This design comes from an exercise in tuning for small area and a short achievable clock period on the open sky130 flow, not from production work. In this exercise RTL edits were held to simulation tests only and were not proved equivalent to the original. Power figures rest on the tool's default switching activity, not on a simulated workload.

Setup of job 101:
==> flow/design.v (excerpt) <==
module axi_burst_buffer #(
  parameter int DATA_W    = 64,
  parameter int DEPTH     = 32,
  parameter int BURST_LEN = 16,
  localparam int PW       = $clog2(DEPTH)
) (
  input  logic                  ACLK,
  input  logic                  ARESET,
  input  logic                  s_RVALID,
  input  logic [DATA_W-1:0]     s_RDATA,
  input  logic                  s_RLAST,
  output logic                  s_RREADY,
  output logic                  m_WVALID,
  output logic [DATA_W-1:0]     m_WDATA,
  output logic [DATA_W/8-1:0]   m_WSTRB,
  output logic                  m_WLAST,
  input  logic                  m_WREADY,
  input  logic                  flush,
  output logic [PW:0]           level,
  output logic [PW:0]           burst_cnt,
  output logic                  burst_avail,
  output logic                  len_err
);
export LEC_CHECK = 0
export CAP_MARGIN = 20
export CORE_MARGIN = 2
export CORE_UTILIZATION = 60
export CTS_CLUSTER_DIAMETER = 85
export CTS_CLUSTER_SIZE = 25
export SETUP_SLACK_MARGIN = 2.7
export SLEW_MARGIN = 20
export SYNTH_HIERARCHICAL = 1
export TNS_END_PERCENT = 100
create_clock -name core_clock -period 4.8 [get_ports {ACLK}]
standard.sh (not shown) runs the stock make flow with config.mk's settings and CLKGATE_MAP_FILE= SYNTH_SCRIPT=/design/flow/synth_recipe.tcl, a recipe that flattens the netlist after the stock synthesis.
==> flow/flow/run.sh <==
#!/bin/bash
set -uo pipefail
W=$(pwd)
bash "$W/standard.sh" \
  "BUFFER_PORTS_ARGS=-buffer_cell sky130_fd_sc_hd__buf_2" \
  finish > "$W/flow_make.log" 2>&1
rc=$?
cp -r "$W/orfs/logs" "$W/tool_logs" 2>/dev/null || true
exit $rc
Relative to job 101, the following input files were edited for job 102:
Settings: a change of SETUP_SLACK_MARGIN from 2.7 to 2.6; a change of CORE_UTILIZATION from 60 to 62; a change of CTS_CLUSTER_SIZE from 25 to 20; a change of CTS_CLUSTER_DIAMETER from 85 to 70.
### Flow results
Diff job 102..job 101 | share of synthesized area occupied by flip-flops and latches | unchanged. Taking job 101 as the reference, in job 102 cell area lower; cell count lower; number of enable flip-flop cells after synthesis roughly the same; number of buffers and inverters on the critical path higher.

* * *

Another version of the RTL of axi_burst_buffer (not shown whole).
Size: ~2100 flip-flops, about 76000 um^2 of cells after synthesis.
Settings: LEC_CHECK=0, CAP_MARGIN=20, CORE_MARGIN=2, CORE_UTILIZATION=72, CTS_CLUSTER_DIAMETER=85, CTS_CLUSTER_SIZE=30, SETUP_SLACK_MARGIN=2.6, SLEW_MARGIN=20, TNS_END_PERCENT=100; clock period 4.8 ns.
Scripts as last shown in full above: flow/flow/run.sh
The first run went through all stages and came out clean.
Then changed:
--- a/flow/config.mk
+++ b/flow/config.mk
@@ -8,7 +8,7 @@
 export CAP_MARGIN = 20
 export CORE_MARGIN = 2
-export CORE_UTILIZATION = 72
-export CTS_CLUSTER_DIAMETER = 85
-export CTS_CLUSTER_SIZE = 30
+export CORE_UTILIZATION = 55
+export CTS_CLUSTER_DIAMETER = 70
+export CTS_CLUSTER_SIZE = 20
 export SETUP_SLACK_MARGIN = 2.6
 export SLEW_MARGIN = 20
Effect:
- The changed run finished with timing, DRC and antenna clean
- clock power increases by 37%
- synthesized cell count stays the same
- clock skew hardly moves
Then changed:
--- a/flow/config.mk
+++ b/flow/config.mk
@@ -8,8 +8,8 @@
 export CAP_MARGIN = 20
 export CORE_MARGIN = 2
-export CORE_UTILIZATION = 55
-export CTS_CLUSTER_DIAMETER = 70
-export CTS_CLUSTER_SIZE = 20
-export SETUP_SLACK_MARGIN = 2.6
+export CORE_UTILIZATION = 68
+export CTS_CLUSTER_DIAMETER = 85
+export CTS_CLUSTER_SIZE = 25
+export SETUP_SLACK_MARGIN = 2.55
 export SLEW_MARGIN = 20
 export TNS_END_PERCENT = 100
Clock skew decreases by 0.015 ns.
Cell area decreases by a few percent.
Via count is about the same.
Wire length decreases by a little under a tenth.
Then changed:
--- a/flow/config.mk
+++ b/flow/config.mk
@@ -11,5 +11,5 @@
 export CTS_CLUSTER_DIAMETER = 85
 export CTS_CLUSTER_SIZE = 25
-export SETUP_SLACK_MARGIN = 2.55
+export SETUP_SLACK_MARGIN = 2.6
 export SLEW_MARGIN = 20
 export TNS_END_PERCENT = 100
What happened:
- The new run produced a clean layout
- setup slack improved by 0.088 ns
- clock-buffer cell count falls by 2
- synthesized cell count does not change
- non-clock buffer count increases by 5
- maximum frequency went up by 3.9%
- wire length goes up by 2.7%
- register-to-register slack improves by 0.09 ns
- power barely changes
- area after synthesis does not change
Then changed:
--- a/flow/config.mk
+++ b/flow/config.mk
@@ -8,5 +8,5 @@
 export CAP_MARGIN = 20
 export CORE_MARGIN = 2
-export CORE_UTILIZATION = 68
+export CORE_UTILIZATION = 60
 export CTS_CLUSTER_DIAMETER = 85
 export CTS_CLUSTER_SIZE = 25
What happened:
- The new run completed without violations
- count of clock-buffer cells in the layout rises by 1
- final area rises by 1.2%
- routed wire length rises by 4.2%
- synthesized area stays the same
- sequential share of layout area falls by 0.83 points
- final cell count rises by 3.3%
- hold slack gains 0.0037 ns

* * *

The RTL this note starts from:
==> flow/design.v <==
module axi_burst_buffer #(
  parameter int DATA_W    = 64,
  parameter int DEPTH     = 32,
  parameter int BURST_LEN = 16,
  localparam int PW       = $clog2(DEPTH)
) (
  input  logic                  ACLK,
  input  logic                  ARESET,
  input  logic                  s_RVALID,
  input  logic [DATA_W-1:0]     s_RDATA,
  input  logic                  s_RLAST,
  output logic                  s_RREADY,
  output logic                  m_WVALID,
  output logic [DATA_W-1:0]     m_WDATA,
  output logic [DATA_W/8-1:0]   m_WSTRB,
  output logic                  m_WLAST,
  input  logic                  m_WREADY,
  input  logic                  flush,
  output logic [PW:0]           level,
  output logic [PW:0]           burst_cnt,
  output logic                  burst_avail,
  output logic                  len_err
);
  localparam int BW = (BURST_LEN > 1) ? $clog2(BURST_LEN) : 1;
  localparam int RN = DEPTH - 1;             
  localparam int RW = $clog2(RN);            
  localparam logic [RW-1:0] R_LAST = RW'(RN - 1);
  localparam logic [BW-1:0] IDX_LAST = BW'(BURST_LEN - 1);
  logic [DATA_W:0] ring [RN];
  logic [DATA_W:0] head;
  logic [RW-1:0]   wr;
  logic [RN-1:0]   rsel;         
  logic            hv;           
  logic            ring_empty;   
  logic            full_o;       
  logic            nfull;        
  logic            full_n;
  logic            empty_o;      
  logic [BW-1:0]   beat_idx;
  logic            clr;
  logic            push;
  logic            pop;
  logic            wr_adv;
  logic            rd_adv;
  logic [DATA_W:0] din;
  logic [DATA_W:0] rdata;
  logic [RN-1:0]   wdec;
  logic [PW:0]     level_n;
  logic [PW:0]     bcnt_n;
  assign clr   = ARESET || flush;
  assign din   = {s_RLAST, s_RDATA};
  assign s_RREADY = !(full_o || ARESET);
  assign m_WVALID = !(empty_o || ARESET);
  assign m_WDATA  = head[DATA_W-1:0];
  assign m_WLAST  = head[DATA_W];
  assign m_WSTRB  = '1;
  assign push = s_RVALID && nfull && !ARESET;
  assign pop  = hv && m_WREADY && !ARESET;
  assign wr_adv = push && hv && !(m_WREADY && ring_empty);
  assign rd_adv = pop && !ring_empty;
  for (genvar i = 0; i < RN; i++) begin : g_ring
    always_ff @(posedge ACLK) begin
      if (nfull && wdec[i]) begin
        ring[i] <= din;
      end
    end
    assign wdec[i] = (wr == RW'(i));
  end
  logic hold;
  logic take_in;
  logic [RN-1:0] take_ring;
  assign hold      = hv && !m_WREADY;
  assign take_in   = ring_empty && !hold;
  assign take_ring = rsel & {RN{!hold}};
  always_comb begin
    rdata = ({(DATA_W+1){hold}} & head) | ({(DATA_W+1){take_in}} & din);
    for (int i = 0; i < RN; i++) begin
      rdata = rdata | ({(DATA_W+1){take_ring[i]}} & ring[i]);
    end
  end
  always_ff @(posedge ACLK) begin
    head <= rdata;
  end
  logic inc, dec, binc, bdec;
  logic lv1, lv2, lv31, bc1;
  logic ring_empty_n;
  assign inc  = push && !pop;
  assign dec  = pop && !push;
  assign binc = (push && s_RLAST) && !(pop && head[DATA_W]);
  assign bdec = (pop && head[DATA_W]) && !(push && s_RLAST);
  assign lv1  = hv && ring_empty;                   
  assign lv2  = (level == (PW+1)'(2));
  assign lv31 = (level == (PW+1)'(DEPTH - 1));
  assign bc1  = (burst_cnt == (PW+1)'(1));
  assign level_n = inc ? level + 1'b1 : (dec ? level - 1'b1 : level);
  assign bcnt_n  = binc ? burst_cnt + 1'b1 : (bdec ? burst_cnt - 1'b1 : burst_cnt);
  assign full_n  = (!nfull && !dec) || (lv31 && inc);
  assign ring_empty_n = !hv || (lv1 && !inc) || (lv2 && dec);
  always_ff @(posedge ACLK) begin
    if (clr) begin
      wr          <= '0;
      rsel        <= '0;
      level       <= '0;
      hv          <= 1'b0;
      ring_empty  <= 1'b1;
      full_o      <= 1'b0;
      nfull       <= 1'b1;
      empty_o     <= 1'b1;
      burst_cnt   <= '0;
      burst_avail <= 1'b0;
      beat_idx    <= '0;
      len_err     <= 1'b0;
    end else begin
      if (wr_adv) wr <= (wr == R_LAST) ? '0 : wr + 1'b1;
      if (ring_empty_n)    rsel <= '0;
      else if (ring_empty) rsel <= wdec;
      else if (rd_adv)     rsel <= {rsel[RN-2:0], rsel[RN-1]};
      level       <= level_n;
      hv          <= !((!hv && !push) || (lv1 && dec));
      empty_o     <= (!hv && !push) || (lv1 && dec);
      ring_empty  <= ring_empty_n;
      full_o      <= full_n;
      nfull       <= !full_n;
      burst_cnt   <= bcnt_n;
      burst_avail <= !((!burst_avail && !binc) || (bc1 && bdec));
      if (push) begin
        if (s_RLAST || beat_idx == IDX_LAST) beat_idx <= '0;
        else                                 beat_idx <= beat_idx + 1'b1;
        if (s_RLAST != (beat_idx == IDX_LAST)) len_err <= 1'b1;
      end
    end
  end
endmodule
Settings: LEC_CHECK=0, CAP_MARGIN=20, CORE_MARGIN=2, CORE_UTILIZATION=68, CTS_CLUSTER_DIAMETER=85, CTS_CLUSTER_SIZE=25, SETUP_SLACK_MARGIN=2.7, SLEW_MARGIN=20, TNS_END_PERCENT=100; clock period 4.8 ns.
Scripts as last shown in full above: flow/flow/run.sh
The baseline finished with timing, DRC and antenna clean.
Edit:
--- a/flow/config.mk
+++ b/flow/config.mk
@@ -10 +10 @@
-export CORE_UTILIZATION = 68
+export CORE_UTILIZATION = 64
@@ -13 +13 @@
-export SETUP_SLACK_MARGIN = 2.7
+export SETUP_SLACK_MARGIN = 2.6
The new run finished clean. Cell area went down by 1.3%. Final cell count hardly moves. Sequential power stays flat. Combinational power went down by 6.6%. Global-route usage went down by 3.3 points. Worst hold slack loses 0.012 ns.

port drivers added, routing unchanged:
The flow's constraints put no driver on any port. The routed layouts listed below were extracted and timed again, unchanged, in two steps.
Step 1 sets driving cells, clkbuf_16 on the clock port and buf_2 on the other inputs (assumed; they add their load-dependent delay and slew).
Step 2 adds t to the input delays and takes it off the output delays; t is the mean of the earliest and latest rising clock arrival at the registers after step 1. Input paths then give back, and output paths get back, about the clock's delay inside the block.
Three values: no drivers, after step 1, after step 2; two values: the first two.
| run | t (ns) | slack for setup (ns) | hold WS [ns] | clock arrival spread, ns | worst register clock-pin slew, ns |
|---|---|---|---|---|---|
| job 101 | 0.825 | 2.335 / 2.335 / 1.567 | 0.485 / 0.485 / 0.485 | 0.037 / 0.037 | 0.11 / 0.11 |
| job 102 | 0.830 | 2.396 / 2.396 / 1.617 | 0.478 / 0.478 / 0.478 | 0.047 / 0.047 | 0.09 / 0.09 |
| the first run of note 2 | 0.786 | 2.455 / 2.455 / 1.737 | 0.491 / 0.491 / 0.491 | 0.041 / 0.041 | 0.12 / 0.12 |
| the second run of note 2 | 0.863 | 2.509 / 2.423 / 1.843 | 0.494 / 0.468 / 0.494 | 0.044 / 0.043 | 0.09 / 0.09 |
| the third run of note 2 | 0.810 | 2.464 / 2.464 / 1.830 | 0.487 / 0.487 / 0.487 | 0.025 / 0.025 | 0.11 / 0.11 |
| the fourth run of note 2 | 0.808 | 2.552 / 2.490 / 1.849 | 0.487 / 0.487 / 0.487 | 0.033 / 0.033 | 0.11 / 0.11 |
| the fifth run of note 2 | 0.822 | 2.515 / 2.435 / 1.838 | 0.491 / 0.491 / 0.491 | 0.050 / 0.050 | 0.10 / 0.10 |
| the first run of note 3 | 0.819 | 2.520 / 2.437 / 1.843 | 0.496 / 0.496 / 0.496 | 0.048 / 0.048 | 0.11 / 0.11 |
| the second run of note 3 | 0.813 | 2.526 / 2.446 / 1.897 | 0.484 / 0.484 / 0.484 | 0.029 / 0.028 | 0.11 / 0.11 |
After both steps every run listed still meets setup and hold. For job 102, which loses most, drivers alone change the setup slack by 0.000 ns; drivers and shift together by -0.779 ns.
